Source: an optimization exercise on an open RTL-to-GDS flow (aim: small area, a short achievable clock period and few clock cycles per item). Production flows keep margins and buffers that such runs may drop.
At most, simulation tests tie the RTL to the original design; equivalence was not proved.
For run 1, only the layout was checked, not whether the RTL still works.

==> flow/design.v (outline; a module is shown in full before it is edited, if it fits) <==
// module circular_alpha_mask_premultiply_unit: 1797 lines
module circular_alpha_mask_premultiply_unit (
  input  logic        clk,
  input  logic        rst_n,
  input  logic        cfg_we,
  input  logic [11:0] cfg_wdata,
  input  logic        in_valid,
  output logic        in_stall,
  input  logic [11:0] in_pos_x,
  input  logic [11:0] in_pos_y,
  input  logic [7:0]  in_blue_in,
  input  logic [7:0]  in_green_in,
  input  logic [7:0]  in_red_in,
  input  logic [7:0]  in_alpha_in,
  output logic        out_valid,
  input  logic        out_stall,
  output logic [7:0]  out_blue_out,
  output logic [7:0]  out_green_out,
  output logic [7:0]  out_red_out,
  output logic [7:0]  out_alpha_out,
  output logic [1:0]  out_region
);
  // ...
==> flow/run.sh <==
#!/bin/bash
# synth_recipe.tcl (not shown) runs the flow's synth.tcl, then flattens the netlist and writes it again
# the make line also repeats each setting of config.mk as NAME=value (left out here)
make -C /OpenROAD-flow-scripts/flow DESIGN_CONFIG=/design/flow/config.mk WORK_HOME=/design/flow/orfs CLKGATE_MAP_FILE= SYNTH_SCRIPT=/design/flow/synth_recipe.tcl finish
==> flow/config.mk <==
export PLATFORM = sky130hd
export DESIGN_NAME = circular_alpha_mask_premultiply_unit
export DESIGN_NICKNAME = circular_alpha_mask_premultiply_unit
export VERILOG_FILES = /design/flow/design.v
export SDC_FILE = /design/flow/constraint.sdc
export NUM_CORES = 4
export LEC_CHECK = 0
export CAP_MARGIN = 20
export CORE_MARGIN = 2
export CORE_UTILIZATION = 60
export SETUP_SLACK_MARGIN = 3.8
export SLEW_MARGIN = 20
==> flow/constraint.sdc <==
create_clock -name core_clock -period 7.5 [get_ports {clk}]
set_input_delay 1.5000 -clock core_clock [delete_from_list [all_inputs] [get_ports {clk}]]
set_output_delay 1.5000 -clock core_clock [all_outputs]
set_load 0.01 [all_outputs]
==> run notes, run 1 <==
XOR/XNOR Fraction of Synth Area=4.04%; compound-cell area share of the yosys netlist=10.6%; multi-input combinational area share=between 40% and 50%; clk tree area frac=~4.8%; DRC violations left=0; Seq area share=a little over a third; layout cells sized above 1=between 10% and 20%; crit path launch type=flop; Tcrit/Tclk final=49.7%; Crit Reg-Reg Startpoint=size_r[2]; worst hold path type=flop to flop; worst-path cell chain=clkinvlp_4 -> buf_4 -> ha_1 -> o21ai_0 -> mux2i_1 -> buf_4 -> ha_1 -> a21oi_2 -> nor2b_1 -> o21a_1 -> o221a_2 -> a41oi_4 -> a21o_4 -> buf_6 -> mux2_2; comb_multi_in=3,461; Worst-Margin Slew=around 960 ps; CP endpoint kind=flop; largest area contributor in the netlist=edfxtp_1; Placed Instance Area=roughly 60,000 um2; IO buf count=108; vias per inst=between 5 and 6; Final setup viols=0; hold_sp=pixb[10]; fin util=70.3%; core region area=96,900 um2; tap cells=1,276; GRT met1 Usage=a little under two fifths; outcome=complete, no violations; row count=114; Min Hold Slack=404 ps; Num CTS Buffers=94; min Tclk post-route=3730 ps; GRT Residual Overflow=0; clkbuf count=roughly 120
==> run 2: changes to the inputs <==
--- a/flow/design.v
+++ b/flow/design.v
@@ -39,34 +39,31 @@
     if (!rst_n)             p2_r <= 26'd62500;
     else if (cfg_we)        p2_r <= 26'd0;
     else if (inj2 && en)    p2_r <= g_c;
   end
   assign p2n = ~p2_r;
   logic [25:0] t6_r;
   logic [16:0] c4_r, c2_r;
   logic [8:0]  shi_m1;
-  logic [11:0] sm1, sm2, sm3, sm4, sm5, sm6;
+  logic [11:0] sm2, sm4, sm6;
   always_ff @(posedge clk) begin
     t6_r <= 26'({size_r, 3'b0} + {size_r, 2'b0}) - 26'd36;
     c4_r <= 17'({size_r, 3'b0}) - 17'd32;
     c2_r <= 17'({size_r, 2'b0}) - 17'd20;
   end
   assign shi_m1 = size_r[11:3] - 9'd1;
   function automatic logic [11:0] sminus(input logic [11:0] sz, input logic [8:0] hm1,
                                          input logic [2:0] c);
     logic [3:0] lo;
     lo = {1'b0, sz[2:0]} - {1'b0, c};
     sminus = {lo[3] ? hm1 : sz[11:3], lo[2:0]};
   endfunction
-  assign sm1 = sminus(size_r, shi_m1, 3'd1);
   assign sm2 = sminus(size_r, shi_m1, 3'd2);
-  assign sm3 = sminus(size_r, shi_m1, 3'd3);
   assign sm4 = sminus(size_r, shi_m1, 3'd4);
-  assign sm5 = sminus(size_r, shi_m1, 3'd5);
   assign sm6 = sminus(size_r, shi_m1, 3'd6);
   always_ff @(posedge clk) begin
     if (!rst_n)  v <= '0;
     else if (en) v <= {v[NV-1:1], in_valid && !busy};
   end
   always_ff @(posedge clk) begin
     if (!rst_n) begin
       cw0  <= 1'b0;
@@ -716,65 +713,62 @@
       pix2 <= pix1;
     end
   end
   logic [25:0] o_s, o_c, om_c;
   logic [16:0] a4_s, a4_c, a4_d, a2_s, a2_c, a2_d;
   logic [1:0]  reg_c;
   logic [1:0]  ta_c;
   logic [15:0] r1_c;
+  logic [11:0] ua_c;
   always_comb begin
     o_s  = ra2 ^ rb2 ^ ~t6_r;
     o_c  = {((ra2[24:0] & rb2[24:0]) | (~t6_r[24:0] & (ra2[24:0] ^ rb2[24:0]))), 1'b1};
     om_c = o_s + o_c;
     a4_s = ra2[16:0] ^ rb2[16:0] ^ ~c4_r;
     a4_c = {((ra2[15:0] & rb2[15:0]) | (~c4_r[15:0] & (ra2[15:0] ^ rb2[15:0]))), 1'b1};
     a4_d = a4_s + a4_c;
     a2_s = ra2[16:0] ^ rb2[16:0] ^ ~c2_r;
     a2_c = {((ra2[15:0] & rb2[15:0]) | (~c2_r[15:0] & (ra2[15:0] ^ rb2[15:0]))), 1'b1};
     a2_d = a2_s + a2_c;
     if (far2 || !om_c[25])  reg_c = 2'd0;
     else if (!g_c[25])      reg_c = 2'd1;
     else                    reg_c = 2'd2;
-    if (!a4_d[16])      begin ta_c = 2'd2; r1_c = a4_d[15:0]; end
-    else if (!a2_d[16]) begin ta_c = 2'd1; r1_c = a2_d[15:0]; end
-    else                begin ta_c = 2'd0; r1_c = g_c[15:0]; end
+    if (!a4_d[16])      begin ta_c = 2'd2; r1_c = a4_d[15:0]; ua_c = sm2; end
+    else if (!a2_d[16]) begin ta_c = 2'd1; r1_c = a2_d[15:0]; ua_c = sm4; end
+    else                begin ta_c = 2'd0; r1_c = g_c[15:0];  ua_c = sm6; end
   end
   assign g_c = ra2 + rb2;
   logic [1:0]  reg3, ta3;
   logic [15:0] r3;
+  logic [11:0] ua3;
   logic [31:0] pix3;
   always_ff @(posedge clk) begin
     if (en) begin
       reg3 <= reg_c;
       ta3  <= ta_c;
       r3   <= r1_c;
+      ua3  <= ua_c;
       pix3 <= pix2;
     end
   end
-  logic [11:0] ua_c, ub_c;
   logic [16:0] b_d;
   logic [1:0]  reg4b;
   logic [2:0]  km_c;
   logic [12:0] r2_c;
   logic [11:0] u_c;
   always_comb begin
-    case (ta3)
-      2'd2:    begin ua_c = sm2; ub_c = sm1; end
-      2'd1:    begin ua_c = sm4; ub_c = sm3; end
-      default: begin ua_c = sm6; ub_c = sm5; end
-    endcase
-    b_d = {1'b0, r3} - {4'b0, ua_c, 1'b1};
+    b_d = {1'b0, r3} - {4'b0, ua3, 1'b1};
     if (!b_d[16]) begin
       r2_c = b_d[12:0];
-      u_c  = ub_c;
+      u_c  = ua3 + 12'd1;
       km_c = 3'd4 - {ta3, 1'b0};
     end else begin
       r2_c = r3[12:0];
-      u_c  = ua_c;
+      u_c  = ua3;
       km_c = 3'd5 - {ta3, 1'b0};
     end
   end
   logic [1:0]  regb;
   logic [2:0]  kmb;
   logic [12:0] rb;
   logic [11:0] ub;
   logic [31:0] pixb;
==> flow/config.mk (replaced) <==
export PLATFORM = sky130hd
export DESIGN_NAME = circular_alpha_mask_premultiply_unit
export DESIGN_NICKNAME = circular_alpha_mask_premultiply_unit
export VERILOG_FILES = /design/flow/design.v
export SDC_FILE = /design/flow/constraint.sdc
export NUM_CORES = 4
export LEC_CHECK = 0
export CAP_MARGIN = 20
export CORE_MARGIN = 2
export CORE_UTILIZATION = 60
export SETUP_SLACK_MARGIN = 4.0
export SLEW_MARGIN = 20
==> run 2 against run 1 <==
Still clean on timing, DRC and antenna. Critical path depth up 3. Setup slack worse by 23 ps. Critical endpoint is now al10[2]. Non-clock buffer count up 62.
==> run notes, run 2 <==
crit path launch type=flop (unchanged); drt initial violations=2,204 (was 2,700); vias=38,000 (was 39,200); fin area=69,300 um2 (was 68,100 um2); clock buffer depth=3 (unchanged); Syn Std Cell Area=58,100 um2 (was 58,800 um2); Ports=109 (unchanged); simple-gate share of the synthesized area=9.70% (was 10.6%); XOR/XNOR Fraction of Synth Area=4.37% (was 4.04%); Placer Congestion=0.892 (was 0.898); Worst-Margin Slew=1100 ps (was 961 ps); CTS Root Cell=clkbuf_16 (unchanged); Max Clk Rate=267 MHz (was 268 MHz); Synthesis Warnings=3 (unchanged); mux contribution to synthesized area=1.00% (was 0.811%); compound-cell area share of the yosys netlist=9.47% (was 10.6%); CTS tree=yes (unchanged); GRT Residual Overflow=0 (unchanged); top cells by count, synth=inv_1, edfxtp_1, ha_1, fa_1, and2_1 (was inv_1, edfxtp_1, ha_1, fa_1, nand2_1); Top FF cell, synth=edfxtp_1 (unchanged); DP HPWL=88,900 um (was 93,400 um); Synth async-reset ratio=0% (unchanged); Syn Area/Cell=11.3 um2 (was 11.0 um2); RSZ-0062 raised after global routing=yes (unchanged); Tcrit/Tclk final=50.0% (was 49.7%); area enclosed by the die boundary=99,400 um2 (was 100,000 um2); slowest stage cell, crit path=edfxtp_1 (was dfxtp_4); die extent in x=315 um (was 317 um); Crit path top cell by count=inv_2; count leader, synth=inv_1 (unchanged); Clk pin slew, worst setup/hold paths=60 ps (about the same); drt pass-1 iters=6 (unchanged); Buf+Inv Stages, Crit Path=4 (unchanged); Final setup viols=0 (unchanged); Setup Crit Path Kind=flop to flop (unchanged); Hold Violations, Final=0 (unchanged); post-synthesis sequential area ratio=43.1% (was 42.1%); row count=114 (unchanged); Arr. time, crit path=4280 ps (was 4120 ps); largest area contributor in the netlist=edfxtp_1 (unchanged); diode count=0 (unchanged); CP top delay family=compound AO/OA/AOI/OAI gates (unchanged); CTS sink count=867 (was 855); worst hold path type=flop to flop (unchanged); layout cells sized above 1=17.4% (was 12.7%); Cell variety after synth=80 (was 91); WL/cell=18.7 um (was 19.0 um); Layout Skew=41.8 ps (was 45.0 ps); most common cell after layout, fill and taps aside=inv_1 (unchanged); area delta synth->final=19.1% (was 15.9%); final WL=130,000 um (was 133,000 um); fin cells=6,964 (was 7,043); outcome=complete, no violations (unchanged); Crit path largest cell delay=380 ps (was 360 ps); core region area=96,400 um2 (was 96,900 um2); Adder-Cell Fraction of Synth Area=25.6% (was 25.5%); worst-path cell chain=inv_2 -> fa_2 -> inv_2 -> fa_2 -> a21oi_4 -> and2b_1 -> nor2_2 -> xor2_2 -> buf_6 -> ha_4 -> inv_2 -> a31oi_1 -> nor2_1 -> a31oi_2 -> o211ai_1 -> a21oi_2 -> o2111ai_2 -> a21oi_1 (was clkinvlp_4 -> buf_4 -> ha_1 -> o21ai_0 -> mux2i_1 -> buf_4 -> ha_1 -> a21oi_2 -> nor2b_1 -> o21a_1 -> o221a_2 -> a41oi_4 -> a21o_4 -> buf_6 -> mux2_2); Starting Density=60.3% (was 60.7%); CP required=8030 ps (was 7900 ps); crit-path max FO=5 (was 23); ANT nets after route=0 (unchanged); GRT Util Overall=26.1% (was 26.6%); Final #Nets=6,616 (was 6,699); top-area cell type share of the netlist area=39.9% (was 38.8%); Post-synth EDFFs=772 (was 760); pin count of the biggest net entering global routing=184 (was 159); first-pass GRT wire length=203,000 um (was 209,000 um); Max Cap Violations=0 (unchanged); Post-Synthesis Cells=5,164 (was 5,318); min Tclk post-route=3750 ps (was 3730 ps); Synth area leaders=edfxtp_1, fa_1, ha_1, inv_1, dfxtp_1 (unchanged); Setup TNS=0 ps (unchanged); vias per inst=5.45 (was 5.57); height of the die=315 um (was 317 um); Slew HR=26.7% (was 35.9%); CP endpoint kind=flop (unchanged); H-Tree Depth=3 (unchanged); initial antenna violation count=3 (was 2); Placed Instance Area=60,800 um2 (was 61,300 um2); most frequent cells in the layout=inv_1, edfxtp_1, ha_1 (unchanged); clk latency of the worst-skew pair=720 ps (was 690 ps); Num CTS Buffers=95 (was 94); DRC violations left=0 (unchanged); Cell Count Post-Placement=6,460 (was 6,604); flops & latches, synth=867 (was 855); largest family of logic cells by synthesized area=adder cells (unchanged); Final Slew Violations=0 (unchanged); IO buf count=108 (unchanged); vias in the first global route=38,400 (was 38,900)
-- run 2: changes by cell type in the layout (fill, tap and decap cells not counted), moves of 26 or more --
cell     change
nor3_1      -31
buf_4       +32
nand2_1     -40
o21a_1      -31
a21oi_2     +30
and2_4      +28
o21ai_0     -59
a21oi_1     -54
nor2_1      -26
and2_1      -29
-- run 2: per-stage QoR --
step | worst slack, ps | hold slack [ps] | util (%)
5_1_grt | 3600 | 404 | 71.9
4_1_cts | 3840 | 414 | 69.9
2_1_floorplan | 3320 | 400 | -
3_5_place_dp | 2570 | 405 | 63.1
6_report | 3750 | 405 | 71.9
3_3_place_gp | 2580 | 400 | 63.1
-- run 2: metal layers --
metal | GRT usage [%] | part of all wire [%] | vias up | wire length [um]
li1 | - | - | 18200 | -
met1 | 34.1 | 42 | 18700 | 55000
met2 | 45.1 | 50 | 856 | 65100
met3 | 3.20 | 4.6 | 240 | 6060
met4 | 8.95 | 3.3 | 0 | 4310
met5 | 0 | 0 | - | 0
-- run 2: final timing paths --
check | to | from | slack [ps] | depth (start not counted)
setup / recovery | al10[2] | an_ra8[0] | 3750 | 18
hold / removal | pix7[16] | pix6[16] | 400 | 0
setup reg to reg | al10[2] | an_ra8[0] | 3750 | 18
hold reg to reg | pix7[16] | pix6[16] | 400 | 0
-- run 2: final cells by class --
class	count	area [um2]
Clock buffer	125	2630
Multi-Input combinational cell	3271	31600
Fill cell	6931	27100
Clock inverter	53	604
Timing Repair Buffer	452	4160
Inverter	917	3520
Timing Repair inverter	3	48.8
Sequential cell	867	25100
Tap cell	1276	1600
-- run 2: timing repair --
| item | CTS | global route |
|---|---|---|
| endpoints found under the setup margin | 509 | 322 |
| pin swaps | 174 | 243 |
| buffers inserted | 240 | 67 |
| resized for setup | 327 | 310 |
| gates cloned | 10 | 9 |
| hold buffers | 0 | 0 |
-- run 2: cell families after synthesis --
logic type / count (synthesis)
buf+inv: 1032
compound gates: 868
flops: 867
fa+ha+maj: 937
simple gates: 1114
xor+xnor: 288
mux: 57
other cells: 1
Testbench counts of run 2, summed over its fixed seeds: cycles 12,400, items 12,288.
==> run 3: changes to the inputs <==
--- a/flow/config.mk
+++ b/flow/config.mk
@@ -10,3 +10,3 @@
 export CORE_UTILIZATION = 60
-export SETUP_SLACK_MARGIN = 4.0
+export SETUP_SLACK_MARGIN = 3.8
 export SLEW_MARGIN = 20
==> run 3 against run 2 <==
Largest cell class unchanged. Still clean on timing, DRC and antenna. Critical endpoint is now ra2[15]. Hold slack better by 5.3 ps. Synthesized cell count stayed put. Setup slack worse by 2.9 ps. Synthesized area stayed put. Final area is 3.4% lower. Critical path depth is 8 lower. Fmax hardly changed. Critical path type unchanged. First-iteration DRC count is 8.3% lower. Global-route usage is 0.69 points lower. Utilization is 2.4 points lower.
==> run notes, run 3 <==
Max Clk Rate=267 MHz (about the same); vias=37,200 (was 38,000); post-synthesis sequential area ratio=43.1% (unchanged); IO buf count=108 (unchanged); clock buffer depth=3 (unchanged); Post-synth EDFFs=772 (unchanged); Ports=109 (unchanged); fin cells=6,853 (was 6,964); hold_sp=pix4[24] (was pix6[16]); diode count=0 (unchanged); Final Slew Violations=0 (unchanged); Setup Crit Path Kind=flop to flop (unchanged); Crit path top cell by count=fa_2 (was inv_2); flops & latches, synth=867 (unchanged); Syn Std Cell Area=58,100 um2 (unchanged); Cell Count Post-Placement=6,460 (unchanged); reg2reg end=ra2[15] (was al10[2]); Synth area leaders=edfxtp_1, fa_1, ha_1, inv_1, dfxtp_1 (unchanged); Tcrit/Tclk final=50.0% (about the same); Clk pin slew, worst setup/hold paths=70 ps (was 60 ps); final WL=126,000 um (was 130,000 um); fin util=69.4% (was 71.9%); CP required=7900 ps (was 8030 ps); Top FF cell, synth=edfxtp_1 (unchanged); slowest stage cell, crit path=fa_1 (was edfxtp_1); # hold bufs at CTS=0 (unchanged); Starting Density=60.3% (unchanged); Cell variety after synth=80 (unchanged); area enclosed by the die boundary=99,400 um2 (unchanged); drt initial violations=2,022 (was 2,204); Arr. time, crit path=4150 ps (was 4280 ps); CP top delay family=adder cells (was compound AO/OA/AOI/OAI gates); Placer Congestion=0.864 (was 0.892); critical path depth=10 (was 18); min Tclk post-route=3750 ps (about the same); DP HPWL=86,600 um (was 88,900 um); die extent in x=315 um (unchanged); Min Hold Slack=410 ps (was 405 ps); area delta synth->final=15.1% (was 19.1%); WL/cell=18.3 um (was 18.7 um); Buf+Inv Stages, Crit Path=4 (unchanged); most frequent cells in the layout=inv_1, edfxtp_1, ha_1 (unchanged); worst reg2reg path depth=10 (was 18); CP endpoint kind=flop (unchanged); crit-path max FO=5 (unchanged); Synthesis Warnings=3 (unchanged); top cells by count, synth=inv_1, edfxtp_1, ha_1, fa_1, and2_1 (unchanged); DRC violations left=0 (unchanged); initial antenna violation count=1 (was 3); RSZ-0062 raised after global routing=yes (unchanged); first-pass GRT wire length=198,000 um (was 203,000 um); Final #Nets=6,512 (was 6,616); Hold Violations, Final=0 (unchanged); Crit Reg-Reg Startpoint=ax1[8] (was an_ra8[0]); R2R Setup Slk=3750 ps (about the same); count leader, synth=inv_1 (unchanged); outcome=complete, no violations (unchanged); clk latency of the worst-skew pair=690 ps (was 720 ps); Max Cap Violations=0 (unchanged); Hold Path Depth=0 (unchanged); Worst-Margin Slew=1060 ps (was 1100 ps); vias in the first global route=37,500 (was 38,400); Syn Area/Cell=11.3 um2 (unchanged); top-area cell type share of the netlist area=39.9% (unchanged); Final setup viols=0 (unchanged); largest area contributor in the netlist=edfxtp_1 (unchanged); CTS Root Cell=clkbuf_16 (unchanged); CTS sink count=867 (unchanged); row count=114 (unchanged); pin count of the biggest net entering global routing=152 (was 184); Crit path largest cell delay=550 ps (was 380 ps); CTS tree=yes (unchanged); vias per inst=5.42 (was 5.45); ANT nets after route=0 (unchanged); Slew HR=29.2% (was 26.7%); drt pass-1 iters=5 (was 6); worst-path cell chain=buf_6 -> buf_12 -> and2_1 -> fa_2 -> inv_1 -> fa_2 -> fa_1 -> inv_1 -> fa_1 -> fa_2 (was inv_2 -> fa_2 -> inv_2 -> fa_2 -> a21oi_4 -> and2b_1 -> nor2_2 -> xor2_2 -> buf_6 -> ha_4 -> inv_2 -> a31oi_1 -> nor2_1 -> a31oi_2 -> o211ai_1 -> a21oi_2 -> o2111ai_2 -> a21oi_1); worst hold path type=flop to flop (unchanged); H-Tree Depth=3 (unchanged); most common cell after layout, fill and taps aside=inv_1 (unchanged); core region area=96,400 um2 (unchanged); Setup TNS=0 ps (unchanged); GRT Util Overall=25.4% (was 26.1%); layout cells sized above 1=12.3% (was 17.4%); Fill cells=7,266 (was 6,931); Layout Skew=30.6 ps (was 41.8 ps); Num CTS Buffers=90 (was 95); Worst Hold End=pix5[24] (was pix7[16]); Synth async-reset ratio=0% (unchanged); height of the die=315 um (unchanged); crit path launch type=flop (unchanged); Post-Synthesis Cells=5,164 (unchanged); GRT Residual Overflow=0 (unchanged)
run 3: cell types whose count changed in the layout (fill, tap and decap cells not counted), sizes merged, moves of 2 or more:
cell / before / now
buf: 339 / 246
bufinv: 6 / 10
clkbuf: 131 / 115
clkinv: 41 / 33
clkinvlp: 16 / 19
nand3: 57 / 55
run 3: cell families after synthesis:
group           Yosys count  synth area share [%]
compound gates          868                  9.47
xor+xnor                288                  4.37
mux                      57                  1.00
simple gates           1114                  9.70
flops                   867                  43.1
fa+ha+maj               937                  25.6
other cells               1               0.00645
buf+inv                1032                  6.68
run 3: final cells by class:
cell class / instances / area [um2] / share of cell area (%)
clock buffer: 114 / 2440 / 3.64
clock inverter: 52 / 591 / 0.882
inverter: 917 / 3520 / 5.27
multi-input combinational: 3269 / 30300 / 45.3
sequential: 867 / 25100 / 37.5
tap: 1276 / 1600 / 2.38
timing repair buffer: 355 / 3320 / 4.95
timing repair inverter: 3 / 48.8 / 0.0729
run 3: worst max-delay path by stage:
stage,from,endpoint,slack (ps)
3_3_place_gp,out_stall,in_stall,2670
3_5_place_dp,out_stall,in_stall,2650
6_report,ax1[8],ra2[15],3750
4_1_cts,out_stall,in_stall,3570
5_1_grt,an_rb8[0],al10[2],3450
2_1_floorplan,out_stall,Q4[10],3320
run 3: repair_timing:
action / 4_1_cts / 5_1_grt
resized for setup: 127 / 245
setup endpoints to repair: 304 / 309
pin swaps: 67 / 156
gates cloned: 9 / 6
setup buffers: 143 / 69
run 3: per-layer routing:
| layer | GRT usage (%) | routed length [um] | up-vias |
|---|---|---|---|
| met5 | 0 | 12 | - |
| met2 | 43.6 | 61800 | 762 |
| met1 | 33.6 | 54500 | 18100 |
| li1 | - | - | 18000 |
| met4 | 8.47 | 4540 | 2 |
| met3 | 3.08 | 4840 | 251 |
run 3: stage by stage:
stage	setup slack [ps]	instance area (um2)
floorplan	3320	58300
global placement	2670	60700
detailed placement	2650	60700
CTS	3570	65500
global route	3450	66900
finish	3750	66900
==> run 4: changes to the inputs <==
--- a/flow/config.mk
+++ b/flow/config.mk
@@ -7,3 +7,3 @@
 export LEC_CHECK = 0
-export CAP_MARGIN = 20
+export CAP_MARGIN = 5
 export CORE_MARGIN = 2
@@ -11,2 +11,2 @@
 export SETUP_SLACK_MARGIN = 3.8
-export SLEW_MARGIN = 20
+export SLEW_MARGIN = 5
==> run 4 against run 3 <==
Still clean on timing, DRC and antenna. Synthesized cell count is the same. Global-route usage unchanged. Fmax unchanged. Non-clock buffer count stayed put. Critical path type unchanged. Largest cell class unchanged.
==> run notes, run 4 <==
Clk pin slew, worst setup/hold paths=70 ps (about the same); Cell variety after synth=80 (unchanged); top-area cell type share of the netlist area=39.9% (unchanged); area enclosed by the die boundary=99,400 um2 (unchanged); DP HPWL=86,600 um (unchanged); pin count of the biggest net entering global routing=152 (unchanged); flops & latches, synth=867 (unchanged); largest area contributor in the netlist=edfxtp_1 (unchanged); clk latency of the worst-skew pair=690 ps (about the same); most common cell after layout, fill and taps aside=inv_1 (unchanged); GRT Util Overall=25.4% (unchanged); height of the die=315 um (unchanged); initial antenna violation count=1 (unchanged); layout cells sized above 1=12.3% (unchanged); diode count=0 (unchanged); Synthesis Warnings=3 (unchanged); Fill cells=7,266 (unchanged); CTS sink count=867 (unchanged); worst-path cell chain=buf_6 -> buf_12 -> and2_1 -> fa_2 -> inv_1 -> fa_2 -> fa_1 -> inv_1 -> fa_1 -> fa_2 (unchanged); CP endpoint kind=flop (unchanged); Placer Congestion=0.864 (unchanged); row count=114 (unchanged); Setup TNS=0 ps (unchanged); crit-path max FO=5 (unchanged); Top FF cell, synth=edfxtp_1 (unchanged); Slew HR=29.2% (unchanged); Final Slew Violations=0 (unchanged); min Tclk post-route=3750 ps (unchanged); outcome=complete, no violations (unchanged); Crit path top cell by count=fa_2 (unchanged); DRC violations left=0 (unchanged); R2R Setup Slk=3750 ps (about the same); IO buf count=108 (unchanged); Synth area leaders=edfxtp_1, fa_1, ha_1, inv_1, dfxtp_1 (unchanged); Layout Skew=30.6 ps (unchanged); WL/cell=18.3 um (unchanged); Max Cap Violations=0 (unchanged); core region area=96,400 um2 (unchanged); CTS tree=yes (unchanged); Post-Synthesis Cells=5,164 (unchanged); RSZ-0062 raised after global routing=yes (unchanged); area delta synth->final=15.1% (unchanged); first-pass GRT wire length=198,000 um (unchanged); crit path launch type=flop (unchanged); slowest stage cell, crit path=fa_1 (unchanged); final WL=126,000 um (unchanged); drt initial violations=2,022 (unchanged); vias in the first global route=37,500 (unchanged); ANT nets after route=0 (unchanged); Synth async-reset ratio=0% (unchanged); worst hold path type=flop to flop (unchanged); top cells by count, synth=inv_1, edfxtp_1, ha_1, fa_1, and2_1 (unchanged); Hold Violations, Final=0 (unchanged); H-Tree Depth=3 (unchanged); Placed Instance Area=60,700 um2 (unchanged); post-synthesis sequential area ratio=43.1% (unchanged); vias per inst=5.42 (unchanged); GRT Residual Overflow=0 (unchanged); Starting Density=60.3% (unchanged); Crit path largest cell delay=550 ps (about the same); Post-synth EDFFs=772 (unchanged); CP required=7900 ps (about the same); Syn Area/Cell=11.3 um2 (unchanged); most frequent cells in the layout=inv_1, edfxtp_1, ha_1 (unchanged); Num CTS Buffers=90 (unchanged); CTS Root Cell=clkbuf_16 (unchanged); Final setup viols=0 (unchanged); vias=37,200 (unchanged); die extent in x=315 um (unchanged); Ports=109 (unchanged); Worst-Margin Slew=1060 ps (unchanged); Setup Crit Path Kind=flop to flop (unchanged); Arr. time, crit path=4150 ps (about the same); Max Clk Rate=267 MHz (unchanged); fin area=66,900 um2 (unchanged); drt pass-1 iters=5 (unchanged); Syn Std Cell Area=58,100 um2 (unchanged); Final #Nets=6,512 (unchanged); count leader, synth=inv_1 (unchanged); clock buffer depth=3 (unchanged); Tcrit/Tclk final=50.0% (unchanged)
## run 4: cell counts after synthesis
Identical to the previous run, type by type.
## run 4: final cells by class
type,instances,area [um2],area share [%]
repair buffers,355,3320,4.95
multi-input cells,3269,30300,45.3
flip-flops and latches,867,25100,37.5
repair inverters,3,48.8,0.0729
inverters,917,3520,5.27
clock inverters,52,591,0.882
clock buffers,114,2440,3.64
well taps,1276,1600,2.38
## run 4: routing by layer
metal | up-vias | share of wire, % | track usage (%)
met5 | - | 0.0095 | 0
met4 | 2 | 3.6 | 8.47
met2 | 762 | 49 | 43.6
met1 | 18100 | 43 | 33.6
li1 | 18000 | - | -
met3 | 251 | 3.8 | 3.08
## run 4: path summary, 6_finish.rpt
path / depth (start not counted) / to / from
worst min register to register: 0 / pix5[24] / pix4[24]
worst max register to register: 10 / ra2[15] / ax1[8]
worst min-delay path: 0 / pix5[24] / pix4[24]
worst max-delay path: 10 / ra2[15] / ax1[8]
## run 4: logic make-up (layout without fill, tap and decap cells)
family | Yosys count | in the layout | share of synthesized area (%)
XOR/XNOR | 288 | 288 | 4.37
AO/OA/AOI/OAI | 868 | 869 | 9.47
AND/OR/NAND/NOR | 1114 | 1116 | 9.70
buffers and inverters | 1032 | 1441 | 6.68
flip-flops | 867 | 867 | 43.1
adder cells (fa/ha/maj) | 937 | 937 | 25.6
multiplexers | 57 | 57 | 1.00
other | 1 | 2 | 0.00645
## run 4: metrics by stage
| stage | hold WS (ps) | utilization, % | cells | setup WS, ps |
|---|---|---|---|---|
| finish | 410 | 69.4 | 6853 | 3750 |
| global route | 412 | 69.4 | 6853 | 3450 |
| CTS | 413 | 68.0 | 6778 | 3570 |
| detailed placement | 405 | 62.9 | 6460 | 2650 |
| global placement | 400 | 62.9 | 6460 | 2670 |
| floorplan | 400 | - | 5165 | 3320 |
## run 4: critical path: cells and delay by family, from the launching register on
family	cells	cell delay, ps
adder cells (fa/ha/maj)	5	2480
buffers and inverters	4	380
flip-flops	1	430
AND/OR/NAND/NOR	1	170
## run 4: timing repair
item / 4_1_cts / 5_1_grt
gates cloned: 9 / 6
endpoints found under the setup margin: 304 / 309
hold endpoints to repair: 0 / 0
gates resized for setup: 127 / 245
buffers inserted: 143 / 69
hold buffers: 0 / 0
pin swaps: 67 / 156
==> run 5: changes to the inputs <==
--- a/flow/config.mk
+++ b/flow/config.mk
@@ -7,6 +7,8 @@
 export LEC_CHECK = 0
-export CAP_MARGIN = 5
+export CAP_MARGIN = 20
 export CORE_MARGIN = 2
 export CORE_UTILIZATION = 60
+export CTS_CLUSTER_DIAMETER = 110
+export CTS_CLUSTER_SIZE = 30
 export SETUP_SLACK_MARGIN = 3.8
-export SLEW_MARGIN = 5
+export SLEW_MARGIN = 20
==> run 5 against run 4 <==
Non-clock buffer count rose by 6. Still clean. Global-route usage fell by 0.44 points. Utilization fell by 1.7 points. Critical path type unchanged. Setup slack got worse by 15 ps. Synthesized cell count did not move. Sequential share of layout area rose by 0.94 points. Hold slack improved by 4.6 ps. Clock skew fell by 2.2 ps.
==> run notes, run 5 <==
area enclosed by the die boundary=99,400 um2 (unchanged); DRC violations left=0 (unchanged); drt pass-1 iters=7 (was 5); largest area contributor in the netlist=edfxtp_1 (unchanged); Fill cells=7,403 (was 7,266); Multi-input gate area=30,400 um2 (was 30,300 um2); Min Hold Slack=415 ps (was 410 ps); Max Clk Rate=266 MHz (was 267 MHz); fin area=65,300 um2 (was 66,900 um2); worst hold path type=flop to flop (unchanged); Tcrit/Tclk final=50.2% (was 50.0%); Num CTS Buffers=40 (was 90); Slew HR=29.3% (was 29.2%); first-pass GRT wire length=195,000 um (was 198,000 um); XOR/XNOR Fraction of Synth Area=4.37% (unchanged); CP endpoint kind=flop (unchanged); Max Cap Violations=0 (unchanged); Crit Reg-Reg Startpoint=an_c8 (was ax1[8]); Hold Violations, Final=0 (unchanged); Adder-Cell Fraction of Synth Area=25.6% (unchanged); Cell variety after synth=80 (unchanged); Post-synth EDFFs=772 (unchanged); H-Tree Depth=2 (was 3); vias per inst=5.45 (was 5.42); compound-cell area share of the yosys netlist=9.47% (unchanged); most frequent cells in the layout=inv_1, edfxtp_1, ha_1 (unchanged); reg2reg end=al10[2] (was ra2[15]); Setup Crit Path Kind=flop to flop (unchanged); CP required=7990 ps (was 7900 ps); drt initial violations=2,188 (was 2,022); mux contribution to synthesized area=1.00% (unchanged); min Tclk post-route=3770 ps (was 3750 ps); top cells by count, synth=inv_1, edfxtp_1, ha_1, fa_1, and2_1 (unchanged); pin count of the biggest net entering global routing=152 (unchanged); GRT Util Overall=24.9% (was 25.4%); Syn Std Cell Area=58,100 um2 (unchanged); worst setup path end=al10[2] (was ra2[15]); worst-path cell chain=inv_2 -> fa_2 -> inv_2 -> fa_2 -> a21oi_4 -> o2111ai_2 -> xor2_2 -> buf_4 -> inv_2 -> ha_2 -> nand3b_1 -> o21ai_0 -> a32oi_1 -> inv_1 -> a21oi_1 -> o22ai_1 -> a21oi_1 -> o2111ai_1 -> a21oi_1 (was buf_6 -> buf_12 -> and2_1 -> fa_2 -> inv_1 -> fa_2 -> fa_1 -> inv_1 -> fa_1 -> fa_2); Final setup viols=0 (unchanged); Setup TNS=0 ps (unchanged); count leader, synth=inv_1 (unchanged); most common cell after layout, fill and taps aside=inv_1 (unchanged); row count=114 (unchanged); Placed Instance Area=60,700 um2 (unchanged); CTS tree=yes (unchanged); Place WS=2650 ps (unchanged); clk latency of the worst-skew pair=650 ps (was 690 ps); diode count=0 (unchanged); register area=25,100 um2 (unchanged); GRT Residual Overflow=0 (unchanged); vias in the first global route=36,800 (was 37,500); Final Slew Violations=0 (unchanged); Final #Nets=6,469 (was 6,512); crit-path max FO=12 (was 5); layout cells sized above 1=11.1% (was 12.3%); R2R Setup Slk=3730 ps (was 3750 ps); slack of the critical path=3730 ps (was 3750 ps); top-area cell type share of the netlist area=39.9% (unchanged); Worst-Margin Slew=1060 ps (about the same); Syn Area/Cell=11.3 um2 (unchanged); CTS Root Cell=clkbuf_16 (unchanged); final WL=124,000 um (was 126,000 um); die extent in x=315 um (unchanged); post-synthesis sequential area ratio=43.1% (unchanged); Synthesis Warnings=3 (unchanged); # hold bufs at CTS=0 (unchanged); simple-gate share of the synthesized area=9.70% (unchanged); Top FF cell, synth=edfxtp_1 (unchanged); Post-Synthesis Cells=5,164 (unchanged); vias=36,800 (was 37,200); CTS sink count=867 (unchanged); Clk pin slew, worst setup/hold paths=110 ps (was 70 ps); ANT nets after route=0 (unchanged); Arr. time, crit path=4260 ps (was 4150 ps); Crit path largest cell delay=410 ps (was 550 ps); WL/cell=18.3 um (about the same); worst reg2reg path depth=19 (was 10); height of the die=315 um (unchanged); Layout Skew=28.4 ps (was 30.6 ps); slowest stage cell, crit path=edfxtp_1 (was fa_1); DP HPWL=86,600 um (unchanged); IO buf count=108 (unchanged); flops & latches, synth=867 (unchanged); Ports=109 (unchanged); clock buffer depth=3 (unchanged); core region area=96,400 um2 (unchanged); Starting Density=60.3% (unchanged); largest family of logic cells by synthesized area=adder cells (unchanged); crit path launch type=flop (unchanged); outcome=complete, no violations (unchanged); Synth area leaders=edfxtp_1, fa_1, ha_1, inv_1, dfxtp_1 (unchanged); Synth async-reset ratio=0% (unchanged); initial antenna violation count=3 (was 1); area delta synth->final=12.3% (was 15.1%); Worst Setup SP=an_c8 (was ax1[8]); Placer Congestion=0.864 (unchanged); RSZ-0062 raised after global routing=yes (unchanged)
-- run 5: cell counts after synthesis --
No cell type changed its count.
-- run 5: repair_timing --
action,CTS,global route
hold endpoints to repair,0,0
pin swaps,61,156
gates cloned,8,6
endpoints found under the setup margin,308,228
setup buffers,145,75
gates resized for setup,119,247
-- run 5: cell families (layout without fill, tap and decap cells) --
group,Yosys count,count (layout)
buffers and inverters,1032,1350
AND/OR/NAND/NOR,1114,1116
multiplexers,57,57
XOR/XNOR,288,288
AO/OA/AOI/OAI,868,870
flip-flops,867,867
other,1,2
adder cells (fa/ha/maj),937,937
-- run 5: worst min-delay path by stage --
| stage | from | to | slack, ps | depth (start not counted) |
|---|---|---|---|---|
| floorplan | pix8[8] | col10[0] | 400 | 0 |
| CTS | reg5[0] | reg6[0] | 420 | 0 |
| finish | reg5[0] | reg6[0] | 410 | 0 |
| global route | reg4[1] | reg5[1] | 420 | 0 |
| detailed placement | al11[3] | out_alpha_out[3] | 400 | 0 |
| global placement | pix3[4] | pixb[4] | 400 | 0 |
-- run 5: worst max-delay path, delay by kind of cell (launching register included) --
kind / cells / cell delay [ps]
AOI/OAI and AO/OA: 9 / 1470
and+or+nand+nor: 1 / 140
adders and majority gates: 3 / 900
buffers and inverters: 5 / 480
xor gates and xnor gates: 1 / 200
DFF: 1 / 410
-- run 5: stage by stage --
step,utilization (%),instances
detailed placement,62.9,6460
global route,67.7,6763
CTS,66.1,6682
global placement,62.9,6460
floorplan,-,5165
finish,67.7,6763
-- run 5: final cells by class --
cell class,count,area share (%)
clock buffer,52,1.63
clock inverter,17,0.358
sequential,867,38.4
inverter,917,5.38
timing repair buffer,361,5.10
tap,1276,2.44
multi-input combinational,3270,46.6
timing repair inverter,3,0.0747
-- run 5: routing by layer --
metal / wire length [um] / track usage [%] / part of all wire [%] / vias to the layer above
met2: 61400 / 43.3 / 50 / 656
met1: 54400 / 33.7 / 44 / 18100
met3: 4510 / 2.64 / 3.6 / 179
met4: 3460 / 6.39 / 2.8 / 4
met5: 25 / 0 / 0.020 / -
li1: - / - / - / 17900
==> run 6: changes to the inputs <==
--- a/flow/config.mk
+++ b/flow/config.mk
@@ -10,5 +10,6 @@
 export CORE_UTILIZATION = 60
-export CTS_CLUSTER_DIAMETER = 110
-export CTS_CLUSTER_SIZE = 30
+export CTS_CLUSTER_DIAMETER = 100
+export CTS_CLUSTER_SIZE = 24
 export SETUP_SLACK_MARGIN = 3.8
 export SLEW_MARGIN = 20
+export TNS_END_PERCENT = 5
==> run 6 against run 5 <==
First-iteration DRC count decreased by 5.5%. Critical path type unchanged. Register-to-register slack got worse by 30 ps. Count of clock-buffer cells in the layout increased by 12. Utilization decreased by 0.62 points. Largest cell class unchanged.
==> run notes, run 6 <==
IO buf count=108 (unchanged); slack of the critical path=3710 ps (was 3730 ps); H-Tree Depth=2 (unchanged); row count=114 (unchanged); vias in the first global route=36,600 (was 36,800); mux contribution to synthesized area=1.00% (unchanged); core region area=96,400 um2 (unchanged); GRT Util Overall=24.8% (was 24.9%); top cells by count, synth=inv_1, edfxtp_1, ha_1, fa_1, and2_1 (unchanged); Fill cells=7,522 (was 7,403); Max Cap Violations=0 (unchanged); Cell Count Post-Placement=6,463 (was 6,460); fin area=64,700 um2 (was 65,300 um2); Max Clk Rate=264 MHz (was 266 MHz); area delta synth->final=11.3% (was 12.3%); Multi-input gate area=30,200 um2 (was 30,400 um2); Synth async-reset ratio=0% (unchanged); # hold bufs at CTS=0 (unchanged); register area=25,100 um2 (about the same); reg2reg end=R6[15] (was al10[2]); Top FF cell, synth=edfxtp_1 (unchanged); Adder-Cell Fraction of Synth Area=25.6% (unchanged); drt initial violations=2,068 (was 2,188); simple-gate share of the synthesized area=9.70% (unchanged); fin cells=6,715 (was 6,763); Final #Nets=6,415 (was 6,469); vias=36,400 (was 36,800); diode count=0 (unchanged); Final setup viols=0 (unchanged); area enclosed by the die boundary=99,400 um2 (unchanged); clock buffer depth=3 (unchanged); compound-cell area share of the yosys netlist=9.47% (unchanged); Placer Congestion=0.876 (was 0.864); die extent in x=315 um (unchanged); Hold Violations, Final=0 (unchanged); layout cells sized above 1=9.12% (was 11.1%); most common cell after layout, fill and taps aside=inv_1 (unchanged); Post-Synthesis Cells=5,164 (unchanged); Syn Area/Cell=11.3 um2 (unchanged); Tcrit/Tclk final=50.6% (was 50.2%); initial antenna violation count=0 (was 3); final WL=122,000 um (was 124,000 um); post-synthesis sequential area ratio=43.1% (unchanged); hold_sp=pixb[0] (was reg5[0]); DRC violations left=0 (unchanged); Slew HR=35.2% (was 29.3%); clk latency of the worst-skew pair=670 ps (was 650 ps); Cell variety after synth=80 (unchanged); crit path launch type=flop (unchanged); GRT Residual Overflow=0 (unchanged); worst hold path type=flop to flop (unchanged); vias per inst=5.42 (was 5.45); ANT nets after route=0 (unchanged); flops & latches, synth=867 (unchanged); Hold Path Depth=0 (unchanged); Place WS=2610 ps (was 2650 ps); Num CTS Buffers=46 (was 40); height of the die=315 um (unchanged); Crit Reg-Reg Startpoint=Q5[1] (was an_c8); RSZ-0062 raised after global routing=yes (unchanged); count leader, synth=inv_1 (unchanged); Worst Hold End=pix4[0] (was reg6[0]); largest area contributor in the netlist=edfxtp_1 (unchanged); CTS sink count=867 (unchanged); Post-synth EDFFs=772 (unchanged); XOR/XNOR Fraction of Synth Area=4.37% (unchanged); min Tclk post-route=3790 ps (was 3770 ps); crit-path max FO=6 (was 12); DP HPWL=88,400 um (was 86,600 um); Clk pin slew, worst setup/hold paths=100 ps (was 110 ps); top-area cell type share of the netlist area=39.9% (unchanged); Setup Crit Path Kind=flop to flop (unchanged); Setup TNS=0 ps (unchanged); Starting Density=60.3% (unchanged); outcome=complete, no violations (unchanged); Layout Skew=25.8 ps (was 28.4 ps); drt pass-1 iters=5 (was 7); Syn Std Cell Area=58,100 um2 (unchanged); CTS tree=yes (unchanged); first-pass GRT wire length=195,000 um (about the same); Ports=109 (unchanged); largest family of logic cells by synthesized area=adder cells (unchanged); worst reg2reg path depth=15 (was 19); CP endpoint kind=flop (unchanged); most frequent cells in the layout=inv_1, edfxtp_1, ha_1 (unchanged); Synthesis Warnings=3 (unchanged); Synth area leaders=edfxtp_1, fa_1, ha_1, inv_1, dfxtp_1 (unchanged); CTS Root Cell=clkbuf_16 (unchanged); CP required=7900 ps (was 7990 ps); WL/cell=18.1 um (was 18.3 um); R2R Setup Slk=3710 ps (was 3730 ps); Worst-Margin Slew=972 ps (was 1060 ps); Placed Instance Area=60,700 um2 (about the same); Arr. time, crit path=4200 ps (was 4260 ps); Final Slew Violations=0 (unchanged); pin count of the biggest net entering global routing=155 (was 152)
-- run 6: cell types whose count changed in the layout (fill, tap and decap cells not counted), sizes merged --
cell and delta:
nand2b -1, buf -57, or2 -1, inv -4, bufinv +1, clkbuf +12, bufbuf -1, nor3 +1
o21ai -1, clkinv +3
-- run 6: layer usage --
layer  track usage, %  vias to the layer above  share of wire, %
met4             8.11                        0               3.7
li1                 -                    17800                 -
met3             2.59                      182               3.8
met5                0                        -                 0
met1             33.4                    17800                44
met2             42.4                      655                49
-- run 6: repair_timing --
item / in CTS / in global routing
pin swaps: 12 / 92
gates cloned: 7 / 2
resized for setup: 72 / 220
endpoints found under the setup margin: 388 / 371
setup buffers: 77 / 85
-- run 6: kinds of logic (layout without fill, tap and decap cells) --
| group | after synthesis | after routing |
|---|---|---|
| xor+xnor | 288 | 288 |
| other cells | 1 | 2 |
| fa+ha+maj | 937 | 937 |
| buf+inv | 1032 | 1304 |
| simple gates | 1114 | 1115 |
| compound gates | 868 | 869 |
| flops | 867 | 867 |
| mux | 57 | 57 |
-- run 6: critical path, stage by stage (launching register included) --
cell and delay [ps]:
edfxtp_1 480, fa_1 570, inv_1 60, ha_1 260, a21o_1 190, a21oi_2 170, o21ai_1 100, a21oi_2 160
o21bai_1 120, a211o_1 340, a21o_1 200, a21o_1 200, a21oi_4 240, buf_12 160, o21ai_0 90, o22a_1 210
-- run 6: worst max path at each step --
stage | startpoint | end | slack (ps)
6_report | Q5[1] | R6[15] | 3710
3_3_place_gp | out_stall | in_stall | 2610
2_1_floorplan | out_stall | Q4[10] | 3320
3_5_place_dp | out_stall | in_stall | 2610
4_1_cts | ay1[6] | ra2[13] | 3620
5_1_grt | prc11 | out_red_out[7] | 3590
-- run 6: final cells by class --
| type | count | area share [%] |
|---|---|---|
| Multi-Input combinational cell | 3268 | 46.7 |
| Sequential cell | 867 | 38.8 |
| Inverter | 917 | 5.43 |
| Timing Repair Buffer | 303 | 4.26 |
| Tap cell | 1276 | 2.47 |
| Clock buffer | 64 | 1.98 |
| Clock inverter | 17 | 0.302 |
| Timing Repair inverter | 3 | 0.0754 |
-- run 6: stage by stage --
stage | utilization (%) | hold slack [ps]
2_1_floorplan | - | 400
3_3_place_gp | 62.9 | 400
3_5_place_dp | 62.9 | 405
4_1_cts | 65.5 | 416
5_1_grt | 67.1 | 418
6_report | 67.1 | 418
==> run 7: changes to the inputs <==
--- a/flow/config.mk
+++ b/flow/config.mk
@@ -9,7 +9,7 @@
 export CORE_MARGIN = 2
-export CORE_UTILIZATION = 60
+export CORE_UTILIZATION = 70
 export CTS_CLUSTER_DIAMETER = 100
 export CTS_CLUSTER_SIZE = 24
+export PLACE_DENSITY = 0.75
 export SETUP_SLACK_MARGIN = 3.8
 export SLEW_MARGIN = 20
-export TNS_END_PERCENT = 5
==> run 7 against run 6 <==
Sequential cell count stayed put. Sequential share of layout area is 0.46 points lower. Non-clock buffer count is 71 higher. First-iteration DRC count is 39% higher. Global-route usage is 4.0 points higher. Hold slack worse by 5.4 ps. Via count is 3.9% higher. Critical endpoint is now ua3[10]. Largest cell class unchanged. Clock skew is 2.4 ps higher. Die area is 14% lower.
==> run notes, run 7 <==
Final Slew Violations=0 (unchanged); Place WS=2550 ps (was 2610 ps); hold_sp=pix6[10] (was pixb[0]); worst hold path type=flop to flop (unchanged); die extent in x=292 um (was 315 um); Post-Synthesis Cells=5,164 (unchanged); CTS tree=yes (unchanged); flops & latches, synth=867 (unchanged); outcome=complete, no violations (unchanged); Ports=109 (unchanged); reg2reg end=ua3[10] (was R6[15]); Worst Setup SP=rb2[2] (was Q5[1]); Crit Reg-Reg Startpoint=rb2[2] (was Q5[1]); Num CTS Buffers=45 (was 46); GRT Residual Overflow=0 (unchanged); Synth area leaders=edfxtp_1, fa_1, ha_1, inv_1, dfxtp_1 (unchanged); Setup TNS=0 ps (unchanged); Layout Skew=28.2 ps (was 25.8 ps); Slew HR=36.2% (was 35.2%); min Tclk post-route=3930 ps (was 3790 ps); vias per inst=5.75 (was 5.42); pin count of the biggest net entering global routing=170 (was 155); CTS sink count=867 (unchanged); post-synthesis sequential area ratio=43.1% (unchanged); Post-synth EDFFs=772 (unchanged); Arr. time, crit path=4320 ps (was 4200 ps); count leader, synth=inv_1 (unchanged); largest area contributor in the netlist=edfxtp_1 (unchanged); slack of the critical path=3570 ps (was 3710 ps); vias in the first global route=38,000 (was 36,600); Hold Path Depth=0 (unchanged); height of the die=292 um (was 315 um); CTS Root Cell=clkbuf_16 (unchanged); area delta synth->final=12.6% (was 11.3%); drt initial violations=2,868 (was 2,068); clock buffer depth=3 (unchanged); Synthesis Warnings=3 (unchanged); Top FF cell, synth=edfxtp_1 (unchanged); most frequent cells in the layout=inv_1, edfxtp_1, ha_1 (unchanged); DRC violations left=0 (unchanged); drt pass-1 iters=6 (was 5); Final #Nets=6,486 (was 6,415); Hold Violations, Final=0 (unchanged); RSZ-0062 raised after global routing=yes (unchanged); CP endpoint kind=flop (unchanged); Cell variety after synth=80 (unchanged); R2R Setup Slk=3570 ps (was 3710 ps); layout cells sized above 1=11.8% (was 9.12%); Max Clk Rate=254 MHz (was 264 MHz); IO buf count=108 (unchanged); H-Tree Depth=2 (unchanged); Placer Congestion=0.923 (was 0.876); Worst-Margin Slew=933 ps (was 972 ps); ANT nets after route=0 (unchanged); Worst Hold End=pix7[10] (was pix4[0]); Starting Density=70.8% (was 60.3%); Min Hold Slack=413 ps (was 418 ps); Setup Crit Path Kind=flop to flop (unchanged); most common cell after layout, fill and taps aside=inv_1 (unchanged); initial antenna violation count=2 (was 0); Tcrit/Tclk final=52.4% (was 50.6%); top-area cell type share of the netlist area=39.9% (unchanged); worst reg2reg path depth=16 (was 15); Clk pin slew, worst setup/hold paths=100 ps (about the same); first-pass GRT wire length=195,000 um (about the same); # hold bufs at CTS=0 (unchanged); top cells by count, synth=inv_1, edfxtp_1, ha_1, fa_1, and2_1 (unchanged); Final setup viols=0 (unchanged); DP HPWL=85,600 um (was 88,400 um); crit path launch type=flop (unchanged); fin util=79.8% (was 67.1%); Max Cap Violations=0 (unchanged); area enclosed by the die boundary=85,400 um2 (was 99,400 um2); Synth async-reset ratio=0% (unchanged); CP required=7890 ps (was 7900 ps); row count=105 (was 114); final WL=125,000 um (was 122,000 um); core region area=82,100 um2 (was 96,400 um2); crit-path max FO=8 (was 6); Syn Area/Cell=11.3 um2 (unchanged); WL/cell=19.0 um (was 18.1 um); GRT Util Overall=28.8% (was 24.8%); clk latency of the worst-skew pair=650 ps (was 670 ps); vias=37,800 (was 36,400); Syn Std Cell Area=58,100 um2 (unchanged)
[run 7: kinds of logic after synthesis]
| family | count (synthesis) | synth area share, % |
|---|---|---|
| AND/OR/NAND/NOR | 1114 | 9.70 |
| buffers and inverters | 1032 | 6.68 |
| adder cells (fa/ha/maj) | 937 | 25.6 |
| AO/OA/AOI/OAI | 868 | 9.47 |
| flip-flops | 867 | 43.1 |
| XOR/XNOR | 288 | 4.37 |
| multiplexers | 57 | 1.00 |
| other | 1 | 0.00645 |
[run 7: what timing repair did]
| item | 4_1_cts | 5_1_grt |
|---|---|---|
| gates resized for setup | 148 | 261 |
| endpoints found under the setup margin | 364 | 207 |
| cloned | 8 | 6 |
| endpoints found under the hold margin | 0 | 0 |
| pin swaps | 65 | 171 |
| buffers inserted | 152 | 82 |
[run 7: area by class of cell]
cell class                 count  area, um2
multi-input combinational   3269      30600
sequential                   867      25100
fill                        5008      16600
inverter                     917       3520
timing repair buffer         374       3480
tap                         1070       1340
clock buffer                  61       1190
clock inverter                13        229
timing repair inverter         3       48.8
antenna                        1       2.50
[run 7: stage by stage]
stage / area [um2] / instances
4_1_cts: 63700 / 6485
6_report: 65500 / 6575
5_1_grt: 65500 / 6575
2_1_floorplan: 58300 / 5165
3_3_place_gp: 60400 / 6251
3_5_place_dp: 60400 / 6251
[run 7: how the worst max path moves through the flow]
stage                           to  slack [ps]  depth (start not counted)
final                      ua3[10]        3570                         16
after global routing       al10[2]        3410                         16
after CTS                   R6[15]        3780                         16
after detailed placement  in_stall        2550                          5
after global placement    in_stall        2560                          5
after floorplan             Q4[10]        3320                          4
[run 7: routing by layer]
| layer | track usage [%] | routed length, um |
|---|---|---|
| met1 | 37.1 | 50100 |
| met2 | 49.7 | 61900 |
| met3 | 3.46 | 6710 |
| met4 | 12.3 | 5990 |
| met5 | 0 | 0 |
[run 7: critical path, cell delays in order (launching register included)]
cell and delay, ps:
edfxtp_1 390, inv_2 60, fa_1 520, inv_2 50, ha_4 270, nor2b_4 120, o21a_1 160, o21ai_2 70
a21o_1 200, a2111oi_4 440, or3_4 240, buf_6 100, nand4_1 250, a21boi_2 270, mux2_4 330, nand4_1 120
xnor2_1 80
==> run 8: changes to the inputs <==
--- a/flow/config.mk
+++ b/flow/config.mk
@@ -9,7 +9,6 @@
 export CORE_MARGIN = 2
-export CORE_UTILIZATION = 70
+export CORE_UTILIZATION = 60
 export CTS_CLUSTER_DIAMETER = 100
 export CTS_CLUSTER_SIZE = 24
-export PLACE_DENSITY = 0.75
-export SETUP_SLACK_MARGIN = 3.8
+export SETUP_SLACK_MARGIN = 3.9
 export SLEW_MARGIN = 20
==> run 8 against run 7 <==
Still clean. Die area increased by 16%. Synthesized cell count unchanged. Sequential share of layout area is 1.1 points lower. Synthesized area did not move. Routed wire length rose by 2.3%. Critical path depth unchanged. Largest cell class unchanged. Highest routed layer unchanged.
==> run notes, run 8 <==
ANT nets after route=0 (unchanged); CP endpoint kind=flop (unchanged); Setup TNS=0 ps (unchanged); DRC violations left=0 (unchanged); Clk pin slew, worst setup/hold paths=100 ps (about the same); most common cell after layout, fill and taps aside=inv_1 (unchanged); Synth async-reset ratio=0% (unchanged); Syn Area/Cell=11.3 um2 (unchanged); Max Cap Violations=0 (unchanged); area enclosed by the die boundary=99,400 um2 (was 85,400 um2); height of the die=315 um (was 292 um); slack of the critical path=3730 ps (was 3570 ps); Num CTS Buffers=46 (was 45); worst-path cell chain=inv_2 -> fa_1 -> inv_2 -> ha_4 -> nor2b_4 -> o21a_1 -> o21ai_2 -> a21o_1 -> a2111oi_4 -> or3_4 -> nand4_1 -> a21boi_2 -> mux2_4 -> buf_4 -> nor2_1 -> a21oi_1 (was inv_2 -> fa_1 -> inv_2 -> ha_4 -> nor2b_4 -> o21a_1 -> o21ai_2 -> a21o_1 -> a2111oi_4 -> or3_4 -> buf_6 -> nand4_1 -> a21boi_2 -> mux2_4 -> nand4_1 -> xnor2_1); Slew HR=24.7% (was 36.2%); clock buffer depth=3 (unchanged); largest area contributor in the netlist=edfxtp_1 (unchanged); clk latency of the worst-skew pair=680 ps (was 650 ps); Layout Skew=26.2 ps (was 28.2 ps); Final Slew Violations=0 (unchanged); CP required=7920 ps (was 7890 ps); Final #Nets=6,546 (was 6,486); post-synthesis sequential area ratio=43.1% (unchanged); Starting Density=60.3% (was 70.8%); Worst-Margin Slew=1130 ps (was 933 ps); Ports=109 (unchanged); slowest stage cell, crit path=fa_1 (unchanged); Syn Std Cell Area=58,100 um2 (unchanged); H-Tree Depth=2 (unchanged); crit path launch type=flop (unchanged); crit-path max FO=7 (was 8); Tcrit/Tclk final=50.2% (was 52.4%); Cell Count Post-Placement=6,460 (was 6,251); Place WS=2650 ps (was 2550 ps); core region area=96,400 um2 (was 82,100 um2); Hold Violations, Final=0 (unchanged); CTS tree=yes (unchanged); final WL=128,000 um (was 125,000 um); Setup Crit Path Kind=flop to flop (unchanged); layout cells sized above 1=15.8% (was 11.8%); Max Clk Rate=266 MHz (was 254 MHz); fin cells=6,851 (was 6,575); Cell variety after synth=80 (unchanged); diode count=0 (was 1); DP HPWL=87,600 um (was 85,600 um); outcome=complete, no violations (unchanged); first-pass GRT wire length=197,000 um (was 195,000 um); CTS sink count=867 (unchanged); min Tclk post-route=3770 ps (was 3930 ps); count leader, synth=inv_1 (unchanged); vias per inst=5.47 (was 5.75); most frequent cells in the layout=inv_1, edfxtp_1, ha_1 (unchanged); top cells by count, synth=inv_1, edfxtp_1, ha_1, fa_1, and2_1 (unchanged); GRT Util Overall=25.2% (was 28.8%); Synthesis Warnings=3 (unchanged); GRT Residual Overflow=0 (unchanged); met3 GRT Util=2.66% (was 3.46%); Most Used Layer, Global Route=met2 (unchanged); Final setup viols=0 (unchanged); vias in the first global route=36,900 (was 38,000); Top FF cell, synth=edfxtp_1 (unchanged); initial antenna violation count=3 (was 2); die extent in x=315 um (was 292 um); Placer Congestion=0.880 (was 0.923); Synth area leaders=edfxtp_1, fa_1, ha_1, inv_1, dfxtp_1 (unchanged); GRT met1 Usage=34.6% (was 37.1%); row count=114 (was 105); Post-synth EDFFs=772 (unchanged); IO buf count=108 (unchanged); CTS Root Cell=clkbuf_16 (unchanged); pin count of the biggest net entering global routing=176 (was 170); top-area cell type share of the netlist area=39.9% (unchanged); RSZ-0062 raised after global routing=yes (unchanged); flops & latches, synth=867 (unchanged); area delta synth->final=16.0% (was 12.6%); met2 usage=43.2% (was 49.7%); Arr. time, crit path=4190 ps (was 4320 ps); drt initial violations=2,070 (was 2,868); WL/cell=18.6 um (was 19.0 um); vias=37,500 (was 37,800); Crit path top cell by count=inv_2; worst hold path type=flop to flop (unchanged); # hold bufs at CTS=0 (unchanged); Crit path largest cell delay=520 ps (about the same); Post-Synthesis Cells=5,164 (unchanged); drt pass-1 iters=5 (was 6)
==> run 8: cell counts after synthesis <==
No cell type changed its count.
==> run 8: worst max-delay path, delay by kind of cell (launching register included) <==
kind	cells	cell delay [ps]
mux	1	340
buf+inv	3	280
compound gates	6	1120
simple gates	4	620
flops	1	380
fa+ha+maj	2	790
==> run 8: metrics by stage <==
step | utilization (%) | hold WS, ps | area [um2]
detailed placement | 63.0 | 405 | 60700
finish | 70.0 | 413 | 67500
global route | 70.0 | 417 | 67500
floorplan | - | 400 | 58300
CTS | 67.3 | 414 | 64900
global placement | 63.0 | 400 | 60700
==> run 8: path summary, 6_finish.rpt <==
check / start / to / slack [ps] / cells past startpoint
max: rb2[2] / ua3[4] / 3730 / 16
min: pix8[23] / col10[15] / 410 / 0
max reg2reg: rb2[2] / ua3[4] / 3730 / 16
min reg2reg: pix8[23] / col10[15] / 410 / 0
==> run 8: cell families after synthesis <==
logic type | after synthesis | share of synthesized area [%]
AND/OR/NAND/NOR | 1114 | 9.70
buffers and inverters | 1032 | 6.68
adder cells (fa/ha/maj) | 937 | 25.6
AO/OA/AOI/OAI | 868 | 9.47
flip-flops | 867 | 43.1
XOR/XNOR | 288 | 4.37
multiplexers | 57 | 1.00
other | 1 | 0.00645
==> run 8: timing repair <==
action	CTS	global route
setup buffers	176	108
gates cloned	11	10
pin swaps	129	292
endpoints found under the setup margin	347	234
resized for setup	248	413
==> run 8: layout make-up <==
type                            count  area [um2]
Timing Repair inverter              3        48.8
Multi-Input combinational cell   3270       31500
Clock buffer                       69        1270
Sequential cell                   867       25100
Inverter                          917        3530
Timing Repair Buffer              432        4210
Clock inverter                     17         253
Fill cell                        7181       28900
Tap cell                         1276        1600
==> run 8: routing by layer <==
metal	part of all wire, %	routed length (um)
met2	49	62900
met4	3.0	3850
met1	44	55700
met3	4.0	5130
met5	0	0

## re-timing with driven ports
No port has a modelled driver above. Below, the same layouts with a new extraction and two added sets of constraints.
Step 1: set_driving_cell puts a clkbuf_16 on clk and a buf_2 on each other input, an assumption about the parent block.
Step 2 moves the port delays by t, midway between the first and last clock arrival at a register: inputs arrive t later, outputs are due t later. That takes back most of the time a late clock gives input paths.
a / b / c = no drivers / after step 1 / after step 2; a / b = the first two.
| run | t (ns) | setup slack, ns | worst register clock-pin slew, ns |
|---|---|---|---|
| run 1 | 0.740 | 3.774 / 3.774 / 3.387 | 0.07 / 0.07 |
| run 2 | 0.762 | 3.751 / 3.751 / 3.479 | 0.07 / 0.07 |
| run 3 | 0.739 | 3.748 / 3.748 / 3.395 | 0.07 / 0.07 |
| run 4 | 0.739 | 3.748 / 3.748 / 3.395 | 0.07 / 0.07 |
| run 5 | 0.712 | 3.734 / 3.734 / 3.335 | 0.12 / 0.12 |
| run 6 | 0.718 | 3.707 / 3.707 / 3.079 | 0.10 / 0.10 |
| run 7 | 0.704 | 3.568 / 3.568 / 3.326 | 0.11 / 0.11 |
| run 8 | 0.734 | 3.734 / 3.734 / 3.487 | 0.11 / 0.11 |
After both steps every run listed still meets setup and hold. For run 6, which loses most, drivers alone change the setup slack by 0.000 ns; drivers and shift together by -0.628 ns.
